What follows belongs to an exercise in optimizing a design on an open flow for small area and a short achievable clock period; a production flow would make more cautious choices. In this exercise RTL edits were held to simulation tests only and were not proved equivalent to the original. Power and IR drop assume default switching activity.

==> flow/run.sh <==
#!/bin/bash
# The standard synthesis and layout (standard.sh), except that from
# floorplan on the delay cells (clkdlybuf4s*, dlygate4sd*, dlymetal6s*) are
# added to the platform's don't-use list, so port buffering and repair use
# plain buffers. Synthesis runs first, unchanged. Each tool's output goes to a
# log file in this folder.
set -euo pipefail
bash standard.sh synth > synth.log 2>&1
# The platform's own don't-use list, as ORFS computes it for this config.
plat=$(make -C "$FLOW_HOME" DESIGN_CONFIG="$FLOW_CONFIG" WORK_HOME="$PWD/orfs" \
         print-DONT_USE_CELLS 2> print_dont_use.log | sed -n 's/^DONT_USE_CELLS: //p')
if [[ -z "$plat" ]]; then
  echo "could not read the platform's DONT_USE_CELLS" >&2
  exit 1
fi
dly=""
for c in clkdlybuf4s15_1 clkdlybuf4s15_2 clkdlybuf4s18_1 clkdlybuf4s18_2 \
         clkdlybuf4s25_1 clkdlybuf4s25_2 clkdlybuf4s50_1 clkdlybuf4s50_2 \
         dlygate4sd1_1 dlygate4sd2_1 dlygate4sd3_1 \
         dlymetal6s2s_1 dlymetal6s4s_1 dlymetal6s6s_1; do
  dly="$dly sky130_fd_sc_hd__$c"
done
echo "DONT_USE_CELLS=$plat$dly" > dont_use.txt
bash standard.sh "DONT_USE_CELLS=$plat$dly" finish > layout.log 2>&1
==> standard.sh <==
#!/bin/bash
# synth_recipe.tcl (not shown) runs the flow's synth.tcl, then flattens the netlist and writes it again
# the make line also repeats each setting of config.mk as NAME=value (left out here)
make -C /OpenROAD-flow-scripts/flow DESIGN_CONFIG=/design/flow/config.mk WORK_HOME=/design/flow/orfs CLKGATE_MAP_FILE= SYNTH_SCRIPT=/design/flow/synth_recipe.tcl "${@:-finish}"
==> config.mk <==
export PLATFORM = sky130hd
export DESIGN_NAME = wb_order_restorer
export DESIGN_NICKNAME = wb_order_restorer
export VERILOG_FILES = /design/flow/design.v
export SDC_FILE = /design/flow/constraint.sdc
export NUM_CORES = 4
export LEC_CHECK = 0
export CAP_MARGIN = 20
export CORE_MARGIN = 2
export CORE_UTILIZATION = 60
export SETUP_SLACK_MARGIN = 2.6
export SLEW_MARGIN = 20
==> constraint.sdc <==
create_clock -name core_clock -period 4.6 [get_ports {clk}]
set_input_delay 0.9200 -clock core_clock [delete_from_list [all_inputs] [get_ports {clk}]]
set_output_delay 0.9200 -clock core_clock [all_outputs]
set_load 0.01 [all_outputs]
==> design.v <==
package rv_pkg;
  localparam int REG_ADDR_W  = 5;
  localparam int COMMIT_XLEN = 32;
  typedef struct packed {
    logic [COMMIT_XLEN-1:0] pc;
    logic [REG_ADDR_W-1:0]  rd;
    logic                   we;
    logic [COMMIT_XLEN-1:0] data;
  } commit_entry_t;
  function automatic commit_entry_t force_fields(input commit_entry_t e, input logic valid);
    force_fields = e;
    if (!valid) force_fields = '0;
    else if (e.rd == '0) force_fields = {e.pc, e.rd, 1'b0, e.data};
  endfunction
endpackage
module commit_fifo_2w
#(
  parameter int DEPTH = 6
) (
  input  logic                  clk,
  input  logic                  rst_i,
  input  logic                  wr_open_nx,  
  input  logic [2:0]            wr_sel,    
  input  logic                  din_e_l2,  
  input  logic                  din_o_l2,  
  input  rv_pkg::commit_entry_t lane1,
  input  rv_pkg::commit_entry_t lane2,
  input  logic [2:0]            rd_sel,    
  output rv_pkg::commit_entry_t rd_e,      
  output rv_pkg::commit_entry_t rd_o,      
  output logic                  wr_odd,    
  output logic                  rd_odd_nx  
);
  localparam int HD = DEPTH / 2;
  logic [69:0]      mem_e [0:HD-1];   
  logic [69:0]      mem_o [0:HD-1];
  logic [DEPTH-1:0] wr_ptr, rd_ptr;   
  logic [DEPTH-1:0] wr_ptr_nx, rd_ptr_nx;
  logic             rd_odd;           
  logic             wr_odd_nx;
  logic [HD-1:0]    wi_e, wi_o, ri_e, ri_o;
  logic [HD-1:0]    wi_e_nx, wi_o_nx, ri_e_nx, ri_o_nx;
  logic [69:0]      din_e, din_o;
  function automatic logic [DEPTH-1:0] rot(input logic [DEPTH-1:0] p, input logic [2:0] n);
    rot = ({DEPTH{n[0]}} & p) | ({DEPTH{n[1]}} & {p[DEPTH-2:0], p[DEPTH-1]})
        | ({DEPTH{n[2]}} & {p[DEPTH-3:0], p[DEPTH-1:DEPTH-2]});
  endfunction
  assign wr_ptr_nx = rot(wr_ptr, wr_sel);
  assign rd_ptr_nx = rot(rd_ptr, rd_sel);
  assign wr_odd_nx = wr_odd ^ wr_sel[1];
  assign rd_odd_nx = rd_odd ^ rd_sel[1];
  always_comb begin
    for (int j = 0; j < HD; j++) begin
      wi_e_nx[j] = wr_open_nx & (wr_ptr_nx[2 * j] | wr_ptr_nx[(2 * j + DEPTH - 1) % DEPTH]);
      wi_o_nx[j] = wr_open_nx & (wr_ptr_nx[2 * j] | wr_ptr_nx[2 * j + 1]);
      ri_e_nx[j] = rd_ptr_nx[2 * j] | rd_ptr_nx[(2 * j + DEPTH - 1) % DEPTH];
      ri_o_nx[j] = rd_ptr_nx[2 * j] | rd_ptr_nx[2 * j + 1];
    end
  end
  always_ff @(posedge clk or posedge rst_i) begin
    if (rst_i) begin
      wr_ptr <= DEPTH'(1);
      rd_ptr <= DEPTH'(1);
      wr_odd <= 1'b0;
      rd_odd <= 1'b0;
      wi_e   <= HD'(1);
      wi_o   <= HD'(1);
      ri_e   <= HD'(1);
      ri_o   <= HD'(1);
    end else begin
      wr_ptr <= wr_ptr_nx;
      rd_ptr <= rd_ptr_nx;
      wr_odd <= wr_odd_nx;
      rd_odd <= rd_odd_nx;
      wi_e   <= wi_e_nx;
      wi_o   <= wi_o_nx;
      ri_e   <= ri_e_nx;
      ri_o   <= ri_o_nx;
    end
  end
  assign din_e = din_e_l2 ? lane2 : lane1;
  assign din_o = din_o_l2 ? lane2 : lane1;
  always_ff @(posedge clk) begin
    for (int j = 0; j < HD; j++) begin
      if (wi_e[j]) mem_e[j] <= din_e;
      if (wi_o[j]) mem_o[j] <= din_o;
    end
  end
  always_comb begin
    rd_e = '0;
    rd_o = '0;
    for (int j = 0; j < HD; j++) begin
      rd_e = rd_e | ({70{ri_e[j]}} & mem_e[j]);
      rd_o = rd_o | ({70{ri_o[j]}} & mem_o[j]);
    end
  end
endmodule
module wb_order_restorer
#(
  parameter int DEPTH = 8,
  parameter int XLEN  = 32
) (
  input  logic                    clk,
  input  logic                    rst_i,
  input  logic                    in_valid_i,
  output logic                    in_ready_o,
  input  logic                    order_change_i,
  input  logic                    l1_valid_i,
  input  logic [XLEN-1:0]         l1_pc_i,
  input  logic [rv_pkg::REG_ADDR_W-1:0]   l1_rd_i,
  input  logic                    l1_we_i,
  input  logic [XLEN-1:0]         l1_data_i,
  input  logic                    l2_valid_i,
  input  logic [XLEN-1:0]         l2_pc_i,
  input  logic [rv_pkg::REG_ADDR_W-1:0]   l2_rd_i,
  input  logic                    l2_we_i,
  input  logic [XLEN-1:0]         l2_data_i,
  output logic                    c0_valid_o,
  output logic [XLEN-1:0]         c0_pc_o,
  output logic [rv_pkg::REG_ADDR_W-1:0]   c0_rd_o,
  output logic                    c0_we_o,
  output logic [XLEN-1:0]         c0_data_o,
  output logic                    c1_valid_o,
  output logic [XLEN-1:0]         c1_pc_o,
  output logic [rv_pkg::REG_ADDR_W-1:0]   c1_rd_o,
  output logic                    c1_we_o,
  output logic [XLEN-1:0]         c1_data_o,
  input  logic                    commit_ready_i,
  output logic [$clog2(DEPTH):0]  occupancy_o
);
  localparam int CW = $clog2(DEPTH) + 1;
  logic [DEPTH:0]  occ, occ_pop, occ_nx;    
  logic [CW-1:0]   count, count_nx;
  logic            ready, c0_valid, c1_valid;
  logic            cr, accept, a0, a1, a2;
  logic [CW-1:0]   cnt_pop;
  logic [DEPTH:0]  ge_nx;
  logic            z, one, three, ge3, ge4;
  logic            ge2_nx, ge3_nx, ge4_nx;
  logic [2:0]      t_wr_sel, t_rd_sel;
  logic            n0_l2, n1_l2;
  logic            wr_odd, rd_odd_nx;
  logic            h0_o, h0_e, h1_o, h1_e;    
  logic            h0_ln, h1_ln, h1_l2;
  rv_pkg::commit_entry_t lane1, lane2, rd_e, rd_o, h0, h1, h0_nx, h1_nx;
  logic [4:0]      h0_s, h1_s;
  assign cr     = commit_ready_i;
  assign accept = in_valid_i & ready;
  assign a2 = accept & l1_valid_i & l2_valid_i;
  assign a1 = (accept & l1_valid_i & ~l2_valid_i) | (accept & ~l1_valid_i & l2_valid_i);
  assign a0 = ~(a1 | a2);
  assign z     = occ[0];
  assign one   = occ[1];
  assign three = occ[3];
  function automatic logic ge_at(input logic [DEPTH:0] o, input int j);
    ge_at = 1'b1;
    for (int k = 0; k <= DEPTH; k++)
      if (k < j) ge_at = ge_at & ~o[k];
  endfunction
  always_comb begin
    occ_pop = {2'b00, occ[DEPTH:3], occ[2] | occ[1] | occ[0]};
    for (int k = 0; k <= DEPTH; k++) begin
      occ_nx[k] = cr ? ((a0 & occ_pop[k]) | (a1 & (k >= 1 ? occ_pop[(k+DEPTH)%(DEPTH+1)] : 1'b0))
                                          | (a2 & (k >= 2 ? occ_pop[(k+DEPTH-1)%(DEPTH+1)] : 1'b0)))
                     : ((a0 & occ[k])     | (a1 & (k >= 1 ? occ[(k+DEPTH)%(DEPTH+1)] : 1'b0))
                                          | (a2 & (k >= 2 ? occ[(k+DEPTH-1)%(DEPTH+1)] : 1'b0)));
    end
    cnt_pop = '0;
    for (int k = 0; k <= DEPTH; k++)
      if (occ_pop[k]) cnt_pop = cnt_pop | CW'(k);
    for (int j = 0; j <= DEPTH; j++) begin
      ge_nx[j] = cr ? ((a0 & ge_at(occ_pop, j)) | (a1 & ge_at(occ_pop, j - 1)) | (a2 & ge_at(occ_pop, j - 2)))
                    : ((a0 & ge_at(occ, j))     | (a1 & ge_at(occ, j - 1))     | (a2 & ge_at(occ, j - 2)));
    end
    count_nx = cr ? (a2 ? cnt_pop + CW'(2) : a1 ? cnt_pop + CW'(1) : cnt_pop)
                  : (a2 ? count + CW'(2) : a1 ? count + CW'(1) : count);
  end
  assign ge2_nx = ge_nx[2];
  assign ge3_nx = ge_nx[3];
  assign ge4_nx = ge_nx[4];
  always_ff @(posedge clk or posedge rst_i) begin
    if (rst_i) begin
      occ      <= (DEPTH+1)'(1);
      count    <= '0;
      ready    <= 1'b1;
      c0_valid <= 1'b0;
      c1_valid <= 1'b0;
      ge3      <= 1'b0;
      ge4      <= 1'b0;
      h0_o     <= 1'b0;
      h0_e     <= 1'b0;
      h1_o     <= 1'b0;
      h1_e     <= 1'b0;
    end else begin
      occ      <= occ_nx;
      count    <= count_nx;
      ready    <= ~ge_nx[DEPTH-1];
      c0_valid <= ge_nx[1];
      c1_valid <= ge2_nx;
      ge3      <= ge3_nx;
      ge4      <= ge4_nx;
      h0_o     <= ge3_nx &  rd_odd_nx;
      h0_e     <= ge3_nx & ~rd_odd_nx;
      h1_o     <= ge4_nx & ~rd_odd_nx;
      h1_e     <= ge4_nx &  rd_odd_nx;
    end
  end
  assign lane1 = {l1_pc_i, l1_rd_i, l1_we_i & (l1_rd_i != '0), l1_data_i};
  assign lane2 = {l2_pc_i, l2_rd_i, l2_we_i & (l2_rd_i != '0), l2_data_i};
  assign n0_l2 = order_change_i ? l2_valid_i : ~l1_valid_i;
  assign n1_l2 = ~order_change_i;
  assign t_wr_sel = {a2, a1, a0};
  assign t_rd_sel[2] = cr ? (ge4 | (three & ~a0) | (~ge3 & a2)) : (z & a2);
  assign t_rd_sel[1] = cr ? ((three & a0) | (~ge3 & a1)) : ((z & a1) | (one & ~a0));
  assign t_rd_sel[0] = ~(t_rd_sel[2] | t_rd_sel[1]);
  commit_fifo_2w #(.DEPTH(DEPTH - 2)) u_fifo (
    .clk        (clk),
    .rst_i      (rst_i),
    .wr_open_nx (~ge_nx[DEPTH-1]),
    .wr_sel     (t_wr_sel),
    .din_e_l2   (wr_odd ? n1_l2 : n0_l2),
    .din_o_l2   (wr_odd ? n0_l2 : n1_l2),
    .lane1      (lane1),
    .lane2      (lane2),
    .rd_sel     (t_rd_sel),
    .rd_e       (rd_e),
    .rd_o       (rd_o),
    .wr_odd     (wr_odd),
    .rd_odd_nx  (rd_odd_nx)
  );
  assign h0_ln = cr ? ~ge3 : z;                          
  assign h1_ln = cr ? ~ge4 : (z | one);                  
  assign h1_l2 = (cr ? three : one) ? n0_l2 : n1_l2;     
  assign h0_s  = {cr & h0_o, cr & h0_e, h0_ln & n0_l2, h0_ln & ~n0_l2, ~(cr | z)};
  assign h1_s  = {cr & h1_o, cr & h1_e, h1_ln & h1_l2, h1_ln & ~h1_l2, ~(cr | z | one)};
  assign h0_nx = ({70{h0_s[4]}} & rd_o) | ({70{h0_s[3]}} & rd_e) | ({70{h0_s[2]}} & lane2)
               | ({70{h0_s[1]}} & lane1) | ({70{h0_s[0]}} & h0);
  assign h1_nx = ({70{h1_s[4]}} & rd_o) | ({70{h1_s[3]}} & rd_e) | ({70{h1_s[2]}} & lane2)
               | ({70{h1_s[1]}} & lane1) | ({70{h1_s[0]}} & h1);
  always_ff @(posedge clk) begin
    h0 <= h0_nx;
    h1 <= h1_nx;
  end
  assign in_ready_o  = ready;
  assign c0_valid_o  = c0_valid;
  assign c0_pc_o     = h0.pc;
  assign c0_rd_o     = h0.rd;
  assign c0_we_o     = h0.we;
  assign c0_data_o   = h0.data;
  assign c1_valid_o  = c1_valid;
  assign c1_pc_o     = h1.pc;
  assign c1_rd_o     = h1.rd;
  assign c1_we_o     = h1.we;
  assign c1_data_o   = h1.data;
  assign occupancy_o = count;
endmodule
==> results of run 1 <==
## cells in the final DEF, fill, tap and decap left out, types with 10 or more instances in the layout
master	instances
sky130_fd_sc_hd__mux2_2	69
sky130_fd_sc_hd__o211ai_1	70
sky130_fd_sc_hd__o22ai_1	71
sky130_fd_sc_hd__buf_8	11
sky130_fd_sc_hd__clkbuf_16	65
sky130_fd_sc_hd__dfxtp_4	12
sky130_fd_sc_hd__edfxtp_1	420
sky130_fd_sc_hd__buf_2	47
sky130_fd_sc_hd__clkinv_2	18
sky130_fd_sc_hd__nand2_1	216
sky130_fd_sc_hd__dfxtp_2	128
sky130_fd_sc_hd__buf_1	300
sky130_fd_sc_hd__a222oi_1	142
sky130_fd_sc_hd__nor2_1	75
sky130_fd_sc_hd__mux2_4	72
sky130_fd_sc_hd__a221oi_1	17
sky130_fd_sc_hd__a221oi_2	122
sky130_fd_sc_hd__inv_1	18
sky130_fd_sc_hd__clkinv_1	10
sky130_fd_sc_hd__mux2i_1	18
sky130_fd_sc_hd__dfrtp_1	29
sky130_fd_sc_hd__a211oi_1	18
sky130_fd_sc_hd__a21oi_1	37
sky130_fd_sc_hd__buf_4	21
sky130_fd_sc_hd__buf_6	167
## layout make-up
type	count	area, sq um
diodes	3	7.51
clock buffers	75	1620
clock inverters	35	309
fillers	2424	8970
inverters	22	87.6
multi-input cells	1064	9220
flip-flops and latches	608	16900
well taps	539	674
repair buffers	581	4080
## cell families after synthesis
family / Yosys count
simple gates: 345
xor+xnor: 6
mux: 159
flops: 608
fa+ha+maj: 12
compound gates: 538
buf+inv: 191
## sequential cells by signal, summed over array words and instances, names as in the netlist, 3 cells and up
signal / flops
u_fifo.mem_e: 210
u_fifo.mem_o: 210
h0: 70
h1: 70
occ: 9
u_fifo.rd_ptr: 6
u_fifo.wr_ptr: 6
count: 4
u_fifo.ri_e: 3
u_fifo.ri_o: 3
u_fifo.wi_e: 3
u_fifo.wi_o: 3
## worst paths after layout
kind                                                   end  slack, ps  cells after the start
max in group asynchronous       u_fifo.rd_ptr[0]$_DFF_PP1_       3760                      3
worst min register to register               h1[6]$_DFF_P_        470                      2
worst min-delay path                      occ[7]$_DFF_PP0_        270                      2
worst max register to register              h1[60]$_DFF_P_       2480                      5
worst max-delay path                            in_ready_o       2410                      1
min in group core_clock                      h1[6]$_DFF_P_        470                      2
## power groups by stage
stage                     clock network [mW]  registers, mW  logic [mW]
after floorplan                            0           9.16        3.06
after global placement                     0           9.60        4.30
after detailed placement                   0           9.70        4.38
after CTS                               4.86           9.65        5.68
after global routing                    5.08           9.50        7.10
final                                   4.86           9.38        6.80
## per-stage QoR
stage | worst slack [ps] | hold slack (ps) | cell area, sq um | cells | power, mW
6_report | 2410 | 274 | 32900 | 2927 | 21.0
5_1_grt | 2380 | 287 | 32900 | 2926 | 21.7
4_1_cts | 2390 | 478 | 31800 | 2802 | 20.2
3_5_place_dp | 1240 | 460 | 27800 | 2565 | 14.1
3_3_place_gp | 1340 | 454 | 27800 | 2565 | 13.9
2_1_floorplan | 2270 | 492 | 26700 | 1859 | 12.2
## routing by layer
layer | part of all wire (%) | up-vias | routed length, um | GRT usage, %
li1 | - | 8601 | - | -
met1 | 37 | 10300 | 32300 | 49.7
met2 | 47 | 1569 | 41500 | 58.1
met3 | 13 | 233 | 11100 | 7.47
met4 | 3.5 | 0 | 3060 | 13.2
met5 | 0 | - | 0 | 0
## repair_timing
action                     CTS  global route
hold buffers                 0             0
cloned                       7             8
setup buffers              120           113
pin swaps                   16            37
setup endpoints to repair  765           583
gates resized for setup    523            91
==> flow_summary.toml, run 1 <==
[logic_synthesis]
synth_fp_nets = 2010
dominantRegCellSynth = "sky130_fd_sc_hd__edfxtp_1"
synth.most_common_cell = "sky130_fd_sc_hd__edfxtp_1"
ys_seq_elements = 608
postSynthAreaPerCell_sq_um = 13.6
post_synth_fa_ha_maj_area_fraction_pct = 0.513
netlist_top_cells_count = "420 x sky130_fd_sc_hd__edfxtp_1, 221 x sky130_fd_sc_hd__nand2_1, 142 x sky130_fd_sc_hd__a222oi_1, 140 x sky130_fd_sc_hd__dfxtp_1, 140 x sky130_fd_sc_hd__mux2_2"
largest_family_of_logic_cells_by_synthesized_area = "compound AO/OA/AOI/OAI gates"
synthesis.instances = 1859
synth_edf_count = 420
synth_compound_area_share_pct = 17.5
async_reset_ff_share_pct = 7.89
synthSimpleGateAreaFrac_pct = 5.69
yosysTopAreaCell = "sky130_fd_sc_hd__edfxtp_1"
distinct_cells_synth = 69
area_share_of_xor_xnor_cells_in_the_synthesized_design_pct = 0.237
warnings_synthesis = 4
netlist_area_sq_mm = 0.0254
synth_top_cell_area_share_pct = 49.7
ys_seq_area_share_pct = 65.5
synth_mux_area_share_pct = 6.98
netlist_top_cells_area = "sky130_fd_sc_hd__edfxtp_1 50%, sky130_fd_sc_hd__dfxtp_1 11%, sky130_fd_sc_hd__mux2_2 6.2%, sky130_fd_sc_hd__a222oi_1 5.6%, sky130_fd_sc_hd__a221oi_1 4.6%"

[global_routing]
globalRoute.totalOverflow = 0
antenna_found_initial = 3
global_route.usage.total_pct = 36.3
grt_first_pass_wirelength_mm = 119
vias_in_the_first_global_route = 19600
largest_net_degree_at_the_start_of_global_routing = 72

[floorplanning]
initial_core_util_pct = 60.6
rows = 75
floorplan.io_pins = 294
die_height_um = 210
die_area_sq_mm = 0.0440
die_w_um = 210
core_area_sq_mm = 0.0419

[worst_setup_path]
cp_cell_sequence = "buf_6"
cp_slowest_cell = "sky130_fd_sc_hd__dfstp_2"
critical_path.max_fanout = 2
critical_path.startpoint = "ready$_DFF_PP1_"
path_class = "register to output port"
critPathRequiredTime_ps = 3680
critical_path_arrival_ps = 1270
cell_family_with_the_largest_share_of_critical_path_delay = "flip-flops"
timing.critical_path.buf_inv = 1
critPathCaptureType = "output port"
cp_slowest_stage_delay_ps = 540
critical_path.reg2reg.startpoint = "u_fifo.ri_e[0]$_DFF_PP1_"
startpoint_type = "register"

[place]
finalWeightedCongestion = 0.829
dp_hpwl_mm = 42.1
place.port_buffers = 293

[clocking]
cts.root.buffer_cell = "sky130_fd_sc_hd__clkbuf_16"
clkSlewWorstSetupHoldPaths_ps = 70
clock-sinks = 608
cts_tree = "done"
tritoncts.num_buffers = 58
max_h_tree_level = 2
worstSkewPairLatency_ps = 630
clock_path_buffers = 3

[power_and_ir_drop]
pwr-share-seq_pct = 44.6
comb_power_share_pct = 32.3
switching_share_pct = 34.1
leakagePower_nw = 12.1
cellPowerDensity_mw_per_mm2 = 640
p_sw_mw = 7.18
clock_power_share_pct = 23.1
cellInternalPower_mw = 13.9
ir_worst_vdd_mv = 0.715

[cells_and_area]
layout_cells_sized_above_1_pct = 36.1
fin_nets = 2486
signed_area_change_from_the_synthesized_netlist_to_the_final_layout_pct = 29.6
final_core_utilization_pct = 78.6

[routing]
routed_wl_mm = 87.9
detail_route.wl_per_cell_um = 30.0
dr_total_vias = 20700
drt_drc_violations_left = 0
first_iter_violations = 3397
drt-vias-per-instance = 7.06
final_antenna_net_count = 0
detail_route.first_pass.iterations = 9

[timing]
hold_violations = 0
finalSetupViolCount = 0
setup_tns_ps = 0
period_share_pct = 47.7
worst_margin_slew_ps = 1060
slew_headroom_pct = 29.2
rsz0062_at_grt = "yes"
final.setup_skew_ps = 11.7
period_needed_ps = 2190
final_max_slew_viol_count = 0
fmaxAchievable_mhz = 456

[flow_run]
cap_violations = 0

[run_status]
status = "no timing/DRC/antenna violations"

[worst_hold_path]
timing.hold.worst.class = "input port to asynchronous set/reset pin"
==> run 2: changes to the inputs <==
--- a/config.mk
+++ b/config.mk
@@ -10,3 +10,3 @@
 export CORE_UTILIZATION = 60
-export SETUP_SLACK_MARGIN = 2.6
+export SETUP_SLACK_MARGIN = 2.3
 export SLEW_MARGIN = 20
==> run 2 against run 1 <==
Against the previous run: hold slack better by 97 ps; largest power group unchanged; critical path type is now input port to register; wire length is 13% lower; combinational power is 35% lower; count of clock-buffer cells in the layout is 13 higher; cell count is 7.8% lower; first-iteration DRC count is 9.0% lower; critical path depth is 5 higher; sequential power is 2% higher.
==> flow_summary.toml, run 2 <==
[clocking]
max_h_tree_level = 2
worstSkewPairLatency_ps = 620
clock_path_buffers = 3
clkSlewWorstSetupHoldPaths_ps = 60
clock-sinks = 608
cts_tree = "done"
tritoncts.num_buffers = 60
cts.root.buffer_cell = "sky130_fd_sc_hd__clkbuf_16"

[worst_setup_path]
critical_path_arrival_ps = 2770
path_class = "input port to register"
critPathCaptureType = "register"
cell_family_with_the_largest_share_of_critical_path_delay = "buffers and inverters"
r2r_slack_ps = 2350
cp_slowest_stage_delay_ps = 500
cp_slowest_cell = "sky130_fd_sc_hd__buf_6"
startpoint_type = "input port"
timing.critical_path.buf_inv = 2
critical_path.max_fanout = 38
critPathRequiredTime_ps = 5100
cp_cell_sequence = "clkbuf_4 -> nand2_2 -> buf_6 -> o22ai_1 -> a221oi_1 -> nand2_1"

[floorplanning]
core_area_sq_mm = 0.0419
rows = 75
floorplan.io_pins = 294
die_height_um = 210
initial_core_util_pct = 60.6
die_w_um = 210
die_area_sq_mm = 0.0440

[logic_synthesis]
ys_seq_area_share_pct = 65.5
netlist_top_cells_count = "420 x sky130_fd_sc_hd__edfxtp_1, 221 x sky130_fd_sc_hd__nand2_1, 142 x sky130_fd_sc_hd__a222oi_1, 140 x sky130_fd_sc_hd__dfxtp_1, 140 x sky130_fd_sc_hd__mux2_2"
netlist_area_sq_mm = 0.0254
dominantRegCellSynth = "sky130_fd_sc_hd__edfxtp_1"
synthesis.instances = 1859
warnings_synthesis = 4
synth_fp_nets = 2010
postSynthAreaPerCell_sq_um = 13.6
synth_edf_count = 420
synth_top_cell_area_share_pct = 49.7
synth.most_common_cell = "sky130_fd_sc_hd__edfxtp_1"
netlist_top_cells_area = "sky130_fd_sc_hd__edfxtp_1 50%, sky130_fd_sc_hd__dfxtp_1 11%, sky130_fd_sc_hd__mux2_2 6.2%, sky130_fd_sc_hd__a222oi_1 5.6%, sky130_fd_sc_hd__a221oi_1 4.6%"
distinct_cells_synth = 69
yosysTopAreaCell = "sky130_fd_sc_hd__edfxtp_1"
async_reset_ff_share_pct = 7.89
ys_seq_elements = 608

[global_routing]
grt_first_pass_wirelength_mm = 114
globalRoute.totalOverflow = 0
global_route.usage.total_pct = 34.5
antenna_found_initial = 4
largest_net_degree_at_the_start_of_global_routing = 72
vias_in_the_first_global_route = 18600

[cells_and_area]
mostFrequentLayoutCells = "420 x sky130_fd_sc_hd__edfxtp_1, 300 x sky130_fd_sc_hd__buf_1, 216 x sky130_fd_sc_hd__nand2_1"
layout_cells_sized_above_1_pct = 18.9
layout_commonest_cell = "sky130_fd_sc_hd__edfxtp_1"
signed_area_change_from_the_synthesized_netlist_to_the_final_layout_pct = 15.7
fin_nets = 2257
final_cell_area_sq_mm = 0.0294
reg.largest.list = "u_fifo.mem_e (210), u_fifo.mem_o (210)"

[place]
place.port_buffers = 293
detailed_place.area_sq_mm = 0.0272
dp_hpwl_mm = 41.7
finalWeightedCongestion = 0.832

[timing]
period_share_pct = 49.4
setup_tns_ps = 0
final_max_slew_viol_count = 0
period_needed_ps = 2270
final.setup_skew_ps = 21.6
worst_margin_slew_ps = 1210
hold_violations = 0
fmaxAchievable_mhz = 440
finalSetupViolCount = 0
slew_headroom_pct = 19.3
rsz0062_at_grt = "yes"

[flow_run]
cap_violations = 0

[routing]
drt_drc_violations_left = 0
detail_route.wl_per_cell_um = 28.4
detail_route.first_pass.iterations = 8
first_iter_violations = 3091
final_antenna_net_count = 0
routed_wl_mm = 76.5
drt-vias-per-instance = 6.99
dr_total_vias = 18800

[worst_hold_path]
timing.hold.worst.class = "input port to asynchronous set/reset pin"

[power_and_ir_drop]
leakagePower_nw = 10.2
ir_worst_vdd_mv = 0.745
cellPowerDensity_mw_per_mm2 = 639

[run_status]
status = "no timing/DRC/antenna violations"
## run 2: cell counts after synthesis
Identical to the previous run, type by type.
## run 2: routing by layer
metal	vias to the layer above	GRT usage [%]	wire [um]
met4	4	11.6	1950
met3	149	7.17	8440
li1	8132	-	-
met1	9394	47.0	29600
met5	-	0	27
met2	1167	55.7	36500
## run 2: per-stage QoR
| stage | power [mW] | setup WS (ps) | utilization (%) | hold slack, ps | cells |
|---|---|---|---|---|---|
| after floorplan | 12.0 | 2260 | - | 492 | 1859 |
| after global placement | 13.8 | 1270 | 65.0 | 463 | 2566 |
| after detailed placement | 13.9 | 1240 | 65.0 | 471 | 2566 |
| after CTS | 18.7 | 2290 | 69.8 | 406 | 2685 |
| after global routing | 19.5 | 2190 | 70.1 | 410 | 2697 |
| final | 18.8 | 2330 | 70.1 | 371 | 2698 |
## run 2: repair_timing
action	4_1_cts	5_1_grt
pin swaps	5	9
buffers inserted	5	9
endpoints found under the setup margin	185	307
hold buffers	0	0
gates resized for setup	20	19
cloned	2	0
## run 2: power by group
group / internal [mW] / total (mW) / switching, mW
sequential: 8.02 / 9.57 / 1.55
combinational: 1.69 / 4.43 / 2.75
clock: 2.76 / 4.76 / 2.00
total: 12.5 / 18.8 / 6.30
## run 2: worst paths after layout
kind,depth (start not counted),startpoint,endpoint
worst max-delay path,6,commit_ready_i,h1[4]$_DFF_P_
worst min-delay path,2,rst_i,u_fifo.wi_o[1]$_DFF_PP0_
worst max register to register,5,u_fifo.ri_o[1]$_DFF_PP0_,h0[69]$_DFF_P_
worst min register to register,2,h1[37]$_DFF_P_,h1[37]$_DFF_P_
max in group asynchronous,3,rst_i,occ[7]$_DFF_PP0_
min in group core_clock,2,h1[37]$_DFF_P_,h1[37]$_DFF_P_
## run 2: cell families after synthesis
family | count (synthesis) | synth area share (%)
compound gates | 538 | 17.5
xor+xnor | 6 | 0.237
fa+ha+maj | 12 | 0.513
buf+inv | 191 | 3.55
flops | 608 | 65.5
mux | 159 | 6.98
simple gates | 345 | 5.69
## run 2: layout make-up
cell class / count / area (sq um)
clock inverters: 24 / 234
fillers: 3011 / 12500
diodes: 3 / 7.51
repair buffers: 352 / 1580
well taps: 539 / 674
flip-flops and latches: 608 / 16700
clock buffers: 88 / 1660
inverters: 22 / 83.8
multi-input cells: 1062 / 8450
==> run 3: changes to the inputs <==
--- a/config.mk
+++ b/config.mk
@@ -9,3 +9,3 @@
 export CORE_MARGIN = 2
-export CORE_UTILIZATION = 60
+export CORE_UTILIZATION = 70
 export SETUP_SLACK_MARGIN = 2.3
==> run 3 against run 2 <==
Against the previous run: via count rose by 3.0%; clock power rose by 2%; global-route usage rose by 4.3 points; cell count fell by 3.4%; still clean on timing, DRC and antenna.
==> flow_summary.toml, run 3 <==
[power_and_ir_drop]
cellInternalPower_mw = 12.5
switching_share_pct = 33.6
clock_power_share_pct = 25.7
cellPowerDensity_mw_per_mm2 = 645
total_design_power_mw = 18.9
ir_worst_vdd_mv = 0.674
p_sw_mw = 6.34
pwr-share-seq_pct = 50.8
leakagePower_nw = 10.2
comb_power_share_pct = 23.5

[clocking]
clock_path_buffers = 3
cts.root.buffer_cell = "sky130_fd_sc_hd__clkbuf_16"
worstSkewPairLatency_ps = 620
tritoncts.num_buffers = 58
clock-sinks = 608
cts_tree = "done"
max_h_tree_level = 2
clkSlewWorstSetupHoldPaths_ps = 60

[global_routing]
grt_first_pass_wirelength_mm = 112
antenna_found_initial = 1
globalRoute.totalOverflow = 0
largest_net_degree_at_the_start_of_global_routing = 72
vias_in_the_first_global_route = 19500
global_route.usage.total_pct = 38.8

[logic_synthesis]
synthesis.instances = 1859
synth_compound_area_share_pct = 17.5
synth_fp_nets = 2010
synthSimpleGateAreaFrac_pct = 5.69
synth_top_cell_area_share_pct = 49.7
synth.most_common_cell = "sky130_fd_sc_hd__edfxtp_1"
yosysTopAreaCell = "sky130_fd_sc_hd__edfxtp_1"
synth_edf_count = 420
dominantRegCellSynth = "sky130_fd_sc_hd__edfxtp_1"
distinct_cells_synth = 69
area_share_of_xor_xnor_cells_in_the_synthesized_design_pct = 0.237
postSynthAreaPerCell_sq_um = 13.6
async_reset_ff_share_pct = 7.89
synth_mux_area_share_pct = 6.98
largest_family_of_logic_cells_by_synthesized_area = "compound AO/OA/AOI/OAI gates"
ys_seq_area_share_pct = 65.5
netlist_top_cells_count = "420 x sky130_fd_sc_hd__edfxtp_1, 221 x sky130_fd_sc_hd__nand2_1, 142 x sky130_fd_sc_hd__a222oi_1, 140 x sky130_fd_sc_hd__dfxtp_1, 140 x sky130_fd_sc_hd__mux2_2"
ys_seq_elements = 608
netlist_top_cells_area = "sky130_fd_sc_hd__edfxtp_1 50%, sky130_fd_sc_hd__dfxtp_1 11%, sky130_fd_sc_hd__mux2_2 6.2%, sky130_fd_sc_hd__a222oi_1 5.6%, sky130_fd_sc_hd__a221oi_1 4.6%"
post_synth_fa_ha_maj_area_fraction_pct = 0.513
netlist_area_sq_mm = 0.0254
warnings_synthesis = 4

[worst_setup_path]
worstReg2RegEnd = "h1[69]$_DFF_P_"
cell_family_with_the_largest_share_of_critical_path_delay = "flip-flops"
cp_cell_sequence = "a222oi_1 -> o22ai_1 -> a221oi_1 -> nand2_1"
startpoint_type = "register"
critical_path_arrival_ps = 2900
critical_path.max_fanout = 70
timing.critical_path.buf_inv = 0
path_class = "register to register"
ff2ff_path_depth = 4
critPathRequiredTime_ps = 5150
cp_slowest_cell = "sky130_fd_sc_hd__dfstp_4"
critical_path.reg2reg.startpoint = "u_fifo.ri_o[0]$_DFF_PP1_"
r2r_slack_ps = 2240
cp_slowest_stage_delay_ps = 1310
critPathCaptureType = "register"

[timing]
hold_violations = 0
fmaxAchievable_mhz = 424
slew_headroom_pct = 23.9
worst_margin_slew_ps = 1140
setup_tns_ps = 0
rsz0062_at_grt = "yes"
final.setup_skew_ps = 22.7
final_max_slew_viol_count = 0
period_share_pct = 51.2
period_needed_ps = 2360
finalSetupViolCount = 0

[routing]
final_antenna_net_count = 0
first_iter_violations = 3227
drt_drc_violations_left = 0
drt-vias-per-instance = 7.45
dr_total_vias = 19400
routed_wl_mm = 75.2
detail_route.first_pass.iterations = 26
detail_route.wl_per_cell_um = 28.9

[cells_and_area]
num_antenna_cells = 0
layout_commonest_cell = "sky130_fd_sc_hd__edfxtp_1"
layout_cells_sized_above_1_pct = 19.2
signed_area_change_from_the_synthesized_netlist_to_the_final_layout_pct = 15.3
fin_nets = 2247
reg.largest.list = "u_fifo.mem_e (210), u_fifo.mem_o (210)"
mostFrequentLayoutCells = "420 x sky130_fd_sc_hd__edfxtp_1, 295 x sky130_fd_sc_hd__buf_1, 216 x sky130_fd_sc_hd__nand2_1"
final_cell_area_sq_mm = 0.0293

[place]
finalWeightedCongestion = 0.842
detailed_place.area_sq_mm = 0.0271
place.port_buffers = 293
dp_hpwl_mm = 40.2

[floorplanning]
die_area_sq_mm = 0.0378
initial_core_util_pct = 71.2
die_w_um = 194
rows = 69
die_height_um = 194
floorplan.io_pins = 294
core_area_sq_mm = 0.0357

[worst_hold_path]
timing.hold.worst.class = "input port to asynchronous set/reset pin"

[flow_run]
cap_violations = 0

[run_status]
status = "no timing/DRC/antenna violations"
[run 3: how the worst max path moves through the flow]
stage	endpoint	slack, ps	start	cells past startpoint
finish	h1[69]$_DFF_P_	2240	u_fifo.ri_o[0]$_DFF_PP1_	4
global placement	h1[21]$_DFF_P_	1200	commit_ready_i	7
CTS	h1[47]$_DFF_P_	2300	u_fifo.ri_e[1]$_DFF_PP0_	5
detailed placement	h1[33]$_DFF_P_	1060	commit_ready_i	7
global route	h1[69]$_DFF_P_	2250	u_fifo.ri_o[0]$_DFF_PP1_	4
floorplan	h1[32]$_DFF_P_	2260	commit_ready_i	7
[run 3: power groups by stage]
stage | Sequential (mW) | Clock [mW] | Combinational (mW)
2_1_floorplan | 9.16 | 0 | 2.83
3_3_place_gp | 9.54 | 0 | 4.04
3_5_place_dp | 9.64 | 0 | 4.16
4_1_cts | 9.54 | 4.87 | 4.27
5_1_grt | 9.70 | 5.07 | 4.72
6_report | 9.58 | 4.84 | 4.44
[run 3: cell type report]
type,instances,area [sq um]
Clock inverter,22,243
Tap cell,461,577
Inverter,22,86.3
Timing Repair Buffer,342,1500
Multi-Input combinational cell,1064,8470
Sequential cell,608,16700
Fill cell,1981,6400
Clock buffer,86,1710
[run 3: layer usage]
layer / up-vias / wire (um) / track usage [%]
met4: 2 / 3220 / 18.1
li1: 8094 / - / -
met1: 9416 / 25900 / 50.6
met2: 1649 / 35400 / 62.3
met5: - / 13 / 0
met3: 250 / 10700 / 9.25
[run 3: what timing repair did]
| item | CTS | global route |
|---|---|---|
| pin swaps | 4 | 3 |
| setup endpoints to repair | 526 | 93 |
| buffers inserted | 3 | 10 |
| resized for setup | 24 | 13 |
| gates cloned | 3 | 1 |
| hold buffers | 0 | 0 |
[run 3: through the flow]
step | hold slack [ps] | cells | setup slack [ps] | utilization, %
6_report | 251 | 2605 | 2240 | 82.0
2_1_floorplan | 492 | 1859 | 2260 | -
3_3_place_gp | 461 | 2480 | 1200 | 75.9
5_1_grt | 254 | 2605 | 2250 | 82.0
4_1_cts | 243 | 2594 | 2300 | 81.7
3_5_place_dp | 468 | 2480 | 1060 | 75.9
[run 3: cells by family (layout without fill, tap and decap cells)]
logic type | after synthesis | after routing
xor gates and xnor gates | 6 | 6
and+or+nand+nor | 345 | 346
AOI/OAI and AO/OA | 538 | 541
adders and majority gates | 12 | 12
DFF | 608 | 608
buffers and inverters | 191 | 472
muxes | 159 | 159

==> afterwards: timing with drivers on the ports <==
The flow's constraints put no driver on any port. The routed layouts listed below were extracted and timed again, unchanged, in two steps. Step 1: set_driving_cell puts a clkbuf_16 on clk and a buf_2 on each other input, an assumption about the parent block. Step 2 adds t to the input delays and takes it off the output delays; t is the mean of the earliest and latest rising clock arrival at the registers after step 1. Input paths then give back, and output paths get back, about the clock's delay inside the block. Slacks: no drivers / after step 1 / after step 2; pairs: no drivers / after step 1.
| run | shift t [ns] | slack for setup (ns) | pins driven straight from the clock port |
|---|---|---|---|
| run 1 | 0.690 | 2.407 / 2.345 / 1.834 | 1 |
| run 2 | 0.673 | 2.326 / 2.306 / 1.682 | 1 |
| run 3 | 0.661 | 2.244 / 2.244 / 1.664 | 1 |
After both steps setup and hold are still met in every run listed. The setup slack of run 2, which loses most, moves by -0.020 ns with the drivers and by -0.644 ns with both steps.
